This design comes from an exercise in tuning for small area and a short achievable clock period on the open sky130 flow, not from production work.
The RTL was checked by simulation tests, not by an equivalence proof against the original design.
Power and IR drop assume default switching activity.

==> inputs of run Z <==
==> flow/design.v <==
module btb_sat #(
   parameter int ENTRIES  = 8,
   parameter int IDX_W    = 3,
   parameter int PC_W     = 32,
   parameter int CNT_W    = 2,
   parameter int CNT_INIT = 2
) (
   input  logic            clk,
   input  logic            reset,
   input  logic [PC_W-1:0] pc_in,
   output logic            hit,
   output logic            token,
   output logic [PC_W-1:0] next_pc_out,
   input  logic            is_req_pc,
   input  logic [PC_W-1:0] req_pc,
   input  logic [PC_W-1:0] predict_target,
   input  logic            req_taken,
   input  logic            flush
);
   logic [PC_W-1:0]  tag    [ENTRIES];
   logic [PC_W-1:0]  target [ENTRIES];
   logic [CNT_W-1:0] cnt    [ENTRIES];
   logic [IDX_W-1:0] ptr;
   logic             full;
   logic [ENTRIES-1:0] valid;
   logic [ENTRIES-1:0] f_match;
   logic [ENTRIES-1:0] f_sel;
   logic [ENTRIES-1:0] u_match;
   logic               u_hit;
   logic               alloc;
   logic [PC_W-1:0]    f_target;
   always_comb begin
      for (int i = 0; i < ENTRIES; i++) begin
         valid[i]   = full || (ptr > IDX_W'(i));
         f_match[i] = valid[i] && (tag[i] == pc_in);
         f_sel[i]   = f_match[i] && cnt[i][CNT_W-1];
         u_match[i] = valid[i] && (tag[i] == req_pc);
      end
   end
   assign u_hit = |u_match;
   assign alloc = is_req_pc && req_taken && !u_hit;
   always_comb begin
      f_target = '0;
      for (int i = 0; i < ENTRIES; i++) begin
         f_target = f_target | ({PC_W{f_sel[i]}} & target[i]);
      end
   end
   assign hit         = |f_match;
   assign token       = |f_sel;
   assign next_pc_out = token ? f_target : pc_in;
   always_ff @(posedge clk) begin
      if (reset || flush) begin
         ptr  <= '0;
         full <= 1'b0;
      end else if (alloc) begin
         ptr <= ptr + IDX_W'(1);
         if (ptr == IDX_W'(ENTRIES - 1)) begin
            full <= 1'b1;
         end
      end
   end
   always_ff @(posedge clk) begin
      for (int i = 0; i < ENTRIES; i++) begin
         if (is_req_pc) begin
            if (u_match[i]) begin
               if (req_taken) begin
                  tag[i]    <= req_pc;
                  target[i] <= predict_target;
                  if (cnt[i] != '1) cnt[i] <= cnt[i] + CNT_W'(1);
               end else begin
                  if (cnt[i] != '0) cnt[i] <= cnt[i] - CNT_W'(1);
               end
            end else if (alloc && ptr == IDX_W'(i)) begin
               tag[i]    <= req_pc;
               target[i] <= predict_target;
               cnt[i]    <= CNT_W'(CNT_INIT);
            end
         end
      end
   end
endmodule
==> flow/flow/run.sh <==
#!/bin/bash
set -euo pipefail
export BUFFER_PORTS_ARGS="-buffer_cell sky130_fd_sc_hd__buf_2"
export CTS_ARGS="-sink_clustering_enable -repair_clock_nets -dont_use_dummy_load -sink_clustering_size 25 -sink_clustering_max_diameter 90"
PLATFORM_DONT_USE="sky130_fd_sc_hd__probe_p_8 sky130_fd_sc_hd__probec_p_8 sky130_fd_sc_hd__lpflow_bleeder_1 sky130_fd_sc_hd__lpflow_clkbufkapwr_1 sky130_fd_sc_hd__lpflow_clkbufkapwr_16 sky130_fd_sc_hd__lpflow_clkbufkapwr_2 sky130_fd_sc_hd__lpflow_clkbufkapwr_4 sky130_fd_sc_hd__lpflow_clkbufkapwr_8 sky130_fd_sc_hd__lpflow_clkinvkapwr_1 sky130_fd_sc_hd__lpflow_clkinvkapwr_16 sky130_fd_sc_hd__lpflow_clkinvkapwr_2 sky130_fd_sc_hd__lpflow_clkinvkapwr_4 sky130_fd_sc_hd__lpflow_clkinvkapwr_8 sky130_fd_sc_hd__lpflow_decapkapwr_12 sky130_fd_sc_hd__lpflow_decapkapwr_3 sky130_fd_sc_hd__lpflow_decapkapwr_4 sky130_fd_sc_hd__lpflow_decapkapwr_6 sky130_fd_sc_hd__lpflow_decapkapwr_8 sky130_fd_sc_hd__lpflow_inputiso0n_1 sky130_fd_sc_hd__lpflow_inputiso0p_1 sky130_fd_sc_hd__lpflow_inputiso1n_1 sky130_fd_sc_hd__lpflow_inputiso1p_1 sky130_fd_sc_hd__lpflow_inputisolatch_1 sky130_fd_sc_hd__lpflow_isobufsrc_1 sky130_fd_sc_hd__lpflow_isobufsrc_16 sky130_fd_sc_hd__lpflow_isobufsrc_2 sky130_fd_sc_hd__lpflow_isobufsrc_4 sky130_fd_sc_hd__lpflow_isobufsrc_8 sky130_fd_sc_hd__lpflow_isobufsrckapwr_16 sky130_fd_sc_hd__lpflow_lsbuf_lh_hl_isowell_tap_1 sky130_fd_sc_hd__lpflow_lsbuf_lh_hl_isowell_tap_2 sky130_fd_sc_hd__lpflow_lsbuf_lh_hl_isowell_tap_4 sky130_fd_sc_hd__lpflow_lsbuf_lh_isowell_4 sky130_fd_sc_hd__lpflow_lsbuf_lh_isowell_tap_1 sky130_fd_sc_hd__lpflow_lsbuf_lh_isowell_tap_2 sky130_fd_sc_hd__lpflow_lsbuf_lh_isowell_tap_4"
EXTRA_DONT_USE="sky130_fd_sc_hd__nor4_1 sky130_fd_sc_hd__nor4_2 sky130_fd_sc_hd__nor4_4 sky130_fd_sc_hd__nor4b_1 sky130_fd_sc_hd__nor4b_2 sky130_fd_sc_hd__nor4b_4 sky130_fd_sc_hd__nor4bb_1 sky130_fd_sc_hd__nor4bb_2 sky130_fd_sc_hd__nor4bb_4 sky130_fd_sc_hd__and4_1 sky130_fd_sc_hd__and4_2 sky130_fd_sc_hd__and4_4 sky130_fd_sc_hd__and4b_1 sky130_fd_sc_hd__and4b_2 sky130_fd_sc_hd__and4b_4 sky130_fd_sc_hd__and4bb_1 sky130_fd_sc_hd__and4bb_2 sky130_fd_sc_hd__and4bb_4 sky130_fd_sc_hd__a2111oi_0 sky130_fd_sc_hd__a2111oi_1 sky130_fd_sc_hd__a2111oi_2 sky130_fd_sc_hd__a2111oi_4 sky130_fd_sc_hd__a2111o_1 sky130_fd_sc_hd__a2111o_2 sky130_fd_sc_hd__a2111o_4 sky130_fd_sc_hd__or4_1 sky130_fd_sc_hd__or4_2 sky130_fd_sc_hd__or4_4 sky130_fd_sc_hd__or4b_1 sky130_fd_sc_hd__or4b_2 sky130_fd_sc_hd__or4b_4 sky130_fd_sc_hd__or4bb_1 sky130_fd_sc_hd__or4bb_2 sky130_fd_sc_hd__or4bb_4"
bash standard.sh "DONT_USE_CELLS=$PLATFORM_DONT_USE $EXTRA_DONT_USE" finish > standard.log 2>&1
==> flow/standard.sh <==
#!/bin/bash
# synth_recipe.tcl (not shown) runs the flow's synth.tcl, then flattens the netlist and writes it again
# the make line also repeats each setting of config.mk as NAME=value (left out here)
make -C /OpenROAD-flow-scripts/flow DESIGN_CONFIG=/design/flow/config.mk WORK_HOME=/design/flow/orfs CLKGATE_MAP_FILE= SYNTH_SCRIPT=/design/flow/synth_recipe.tcl "${@:-finish}"
==> flow/config.mk <==
export PLATFORM = sky130hd
export DESIGN_NAME = btb_sat
export DESIGN_NICKNAME = btb_sat
export VERILOG_FILES = /design/flow/design.v
export SDC_FILE = /design/flow/constraint.sdc
export NUM_CORES = 4
export LEC_CHECK = 0
export ABC_CLOCK_PERIOD_IN_PS = 4000
export CAP_MARGIN = 20
export CORE_MARGIN = 2
export CORE_UTILIZATION = 65
export SETUP_SLACK_MARGIN = 2.5
export SLEW_MARGIN = 20
==> flow/constraint.sdc <==
create_clock -name core_clock -period 8.0 [get_ports {clk}]
set_input_delay 1.6000 -clock core_clock [delete_from_list [all_inputs] [get_ports {clk}]]
set_output_delay 1.6000 -clock core_clock [all_outputs]
set_load 0.01 [all_outputs]
==> run G: changes against run Z <==
==> flow/flow/run.sh (replaced) <==
#!/bin/bash
set -euo pipefail
export BUFFER_PORTS_ARGS="-buffer_cell sky130_fd_sc_hd__buf_2"
export CTS_ARGS="-sink_clustering_enable -repair_clock_nets -dont_use_dummy_load -sink_clustering_size 20 -sink_clustering_max_diameter 80"
bash standard.sh > standard.log 2>&1
Settings changed: SETUP_SLACK_MARGIN 2.5 to 2.0.
==> run E: changes against run Z <==
==> flow/flow/run.sh (replaced) <==
#!/bin/bash
set -euo pipefail
export BUFFER_PORTS_ARGS="-buffer_cell sky130_fd_sc_hd__buf_2"
export CTS_ARGS="-sink_clustering_enable -repair_clock_nets -dont_use_dummy_load -sink_clustering_size 25 -sink_clustering_max_diameter 90"
PLATFORM_DONT_USE="sky130_fd_sc_hd__probe_p_8 sky130_fd_sc_hd__probec_p_8 sky130_fd_sc_hd__lpflow_bleeder_1 sky130_fd_sc_hd__lpflow_clkbufkapwr_1 sky130_fd_sc_hd__lpflow_clkbufkapwr_16 sky130_fd_sc_hd__lpflow_clkbufkapwr_2 sky130_fd_sc_hd__lpflow_clkbufkapwr_4 sky130_fd_sc_hd__lpflow_clkbufkapwr_8 sky130_fd_sc_hd__lpflow_clkinvkapwr_1 sky130_fd_sc_hd__lpflow_clkinvkapwr_16 sky130_fd_sc_hd__lpflow_clkinvkapwr_2 sky130_fd_sc_hd__lpflow_clkinvkapwr_4 sky130_fd_sc_hd__lpflow_clkinvkapwr_8 sky130_fd_sc_hd__lpflow_decapkapwr_12 sky130_fd_sc_hd__lpflow_decapkapwr_3 sky130_fd_sc_hd__lpflow_decapkapwr_4 sky130_fd_sc_hd__lpflow_decapkapwr_6 sky130_fd_sc_hd__lpflow_decapkapwr_8 sky130_fd_sc_hd__lpflow_inputiso0n_1 sky130_fd_sc_hd__lpflow_inputiso0p_1 sky130_fd_sc_hd__lpflow_inputiso1n_1 sky130_fd_sc_hd__lpflow_inputiso1p_1 sky130_fd_sc_hd__lpflow_inputisolatch_1 sky130_fd_sc_hd__lpflow_isobufsrc_1 sky130_fd_sc_hd__lpflow_isobufsrc_16 sky130_fd_sc_hd__lpflow_isobufsrc_2 sky130_fd_sc_hd__lpflow_isobufsrc_4 sky130_fd_sc_hd__lpflow_isobufsrc_8 sky130_fd_sc_hd__lpflow_isobufsrckapwr_16 sky130_fd_sc_hd__lpflow_lsbuf_lh_hl_isowell_tap_1 sky130_fd_sc_hd__lpflow_lsbuf_lh_hl_isowell_tap_2 sky130_fd_sc_hd__lpflow_lsbuf_lh_hl_isowell_tap_4 sky130_fd_sc_hd__lpflow_lsbuf_lh_isowell_4 sky130_fd_sc_hd__lpflow_lsbuf_lh_isowell_tap_1 sky130_fd_sc_hd__lpflow_lsbuf_lh_isowell_tap_2 sky130_fd_sc_hd__lpflow_lsbuf_lh_isowell_tap_4"
EXTRA_DONT_USE="sky130_fd_sc_hd__nor4_1 sky130_fd_sc_hd__nor4_2 sky130_fd_sc_hd__nor4_4 sky130_fd_sc_hd__nor4b_1 sky130_fd_sc_hd__nor4b_2 sky130_fd_sc_hd__nor4b_4 sky130_fd_sc_hd__nor4bb_1 sky130_fd_sc_hd__nor4bb_2 sky130_fd_sc_hd__nor4bb_4"
export GLOBAL_PLACEMENT_ARGS="-timing_driven_net_weight_max 10 -timing_driven_nets_percentage 30"
bash standard.sh "DONT_USE_CELLS=$PLATFORM_DONT_USE $EXTRA_DONT_USE" finish > standard.log 2>&1
==> run H: changes against run Z <==
==> flow/run.sh (new file) <==
#!/bin/bash
# synth_recipe.tcl (not shown) runs the flow's synth.tcl, then flattens the netlist and writes it again
# the make line also repeats each setting of config.mk as NAME=value (left out here)
make -C /OpenROAD-flow-scripts/flow DESIGN_CONFIG=/design/flow/config.mk WORK_HOME=/design/flow/orfs CLKGATE_MAP_FILE= SYNTH_SCRIPT=/design/flow/synth_recipe.tcl finish
Settings changed: SETUP_SLACK_MARGIN 2.5 to 3.0.
removed: flow/flow/run.sh
removed: flow/standard.sh
==> notes <==
Non-clock buffer count: run H > run Z > run E > run G.
The highest via count belongs to run H, the lowest to run G.
Sequential cell count is the same in run E and run G.
Sequential share of layout area, highest first: run G, run E, run Z, run H.
The lowest cell count belongs to run G, the highest to run H.
Maximum frequency, lowest first: run G, run H, run Z, run E.
Global-route usage: run E > run H > run Z > run G.
In run H the critical path depth is higher than in run G, by 4.
Against run E, the count of clock-buffer cells in the layout of run G is higher by 8.
Register-to-register slack, highest first: run Z, run H, run E, run G.
==> figures <==
quantity                                                            run H       run G       run E       run Z
Run status                               no timing/DRC/antenna violations  no timing/DRC/antenna violations  no timing/DRC/antenna violations  no timing/DRC/antenna violations
Part of the total power dissipated in sequential elements           51.2%       60.5%       62.6%       62.2%
PD cells                                                       197 nW/µm²  189 nW/µm²  180 nW/µm²  176 nW/µm²
Smallest hold slack                                              0.626 ns    0.625 ns    0.619 ns    0.638 ns
Post-synthesis share of cell area spent on xor and xnor gates       18.7%       18.7%       18.5%       17.6%
Slew at the pin closest to its max-slew limit                     1.08 ns     1.12 ns     1.15 ns     1.18 ns
Ratio of cells with drive above 1 in the final layout               21.9%       12.9%       15.3%       15.6%
M1 wire length                                                   30300 µm    27500 µm    32500 µm    31500 µm
Non-clock buffer share of cell area                                 11.7%       3.72%       5.67%       5.96%
Inverters, non-clock                                                    9           9           7          77
CTS clock-pin slew for the worst setup and hold paths             0.06 ns     0.08 ns     0.11 ns     0.11 ns
CTS H-tree lvls                                                         2           2           1           1
Multi-input logic portion of the cell area                          28.9%       31.7%       31.6%       32.0%
Maximum cell stage delay along the critical path                  0.43 ns     0.59 ns     0.35 ns     0.47 ns
Fraction of synthesized area in multiplexers                      0.0404%     0.0404%     0.0400%       1.86%
Synth top area share                                                64.0%       64.0%       63.4%       62.5%
Upper clock frequency limit                                       171 MHz     166 MHz     179 MHz     175 MHz
Initial antenna violation count                                         1           4           3           1
Number of cells on the worst hold path                                  1           2           2           1
Register share of the cell area                                     51.8%       58.9%       57.9%       56.4%
Number of nets in the final layout                                   2117        1910        1917        2036

-- separate check: timing with driven ports --
The flow's constraints put no driver on any port. The routed layouts listed below were extracted and timed again, unchanged, in two steps.
Step 1 sets driving cells, clkbuf_16 on the clock port and buf_2 on the other inputs (assumed; they add their load-dependent delay and slew).
Step 2 adds t to the input delays and takes it off the output delays; t is the mean of the earliest and latest rising clock arrival at the registers after step 1. Input paths then give back, and output paths get back, about the clock's delay inside the block.
Three values: ideal ports, drivers, drivers and shift; two values: the first two.
run | t, ns | slack for setup (ns) | clock arrival spread, ns
run Z | 0.647 | 2.288 / 2.238 / 2.238 | 0.069 / 0.069
run G | 0.613 | 1.992 / 1.957 / 1.607 | 0.072 / 0.073
run E | 0.645 | 2.429 / 2.386 / 2.145 | 0.066 / 0.066
run H | 0.670 | 2.161 / 2.131 / 2.131 | 0.022 / 0.022
After both steps setup and hold are still met in every run listed. For run G, which loses most, drivers alone change the setup slack by -0.035 ns; drivers and shift together by -0.385 ns.
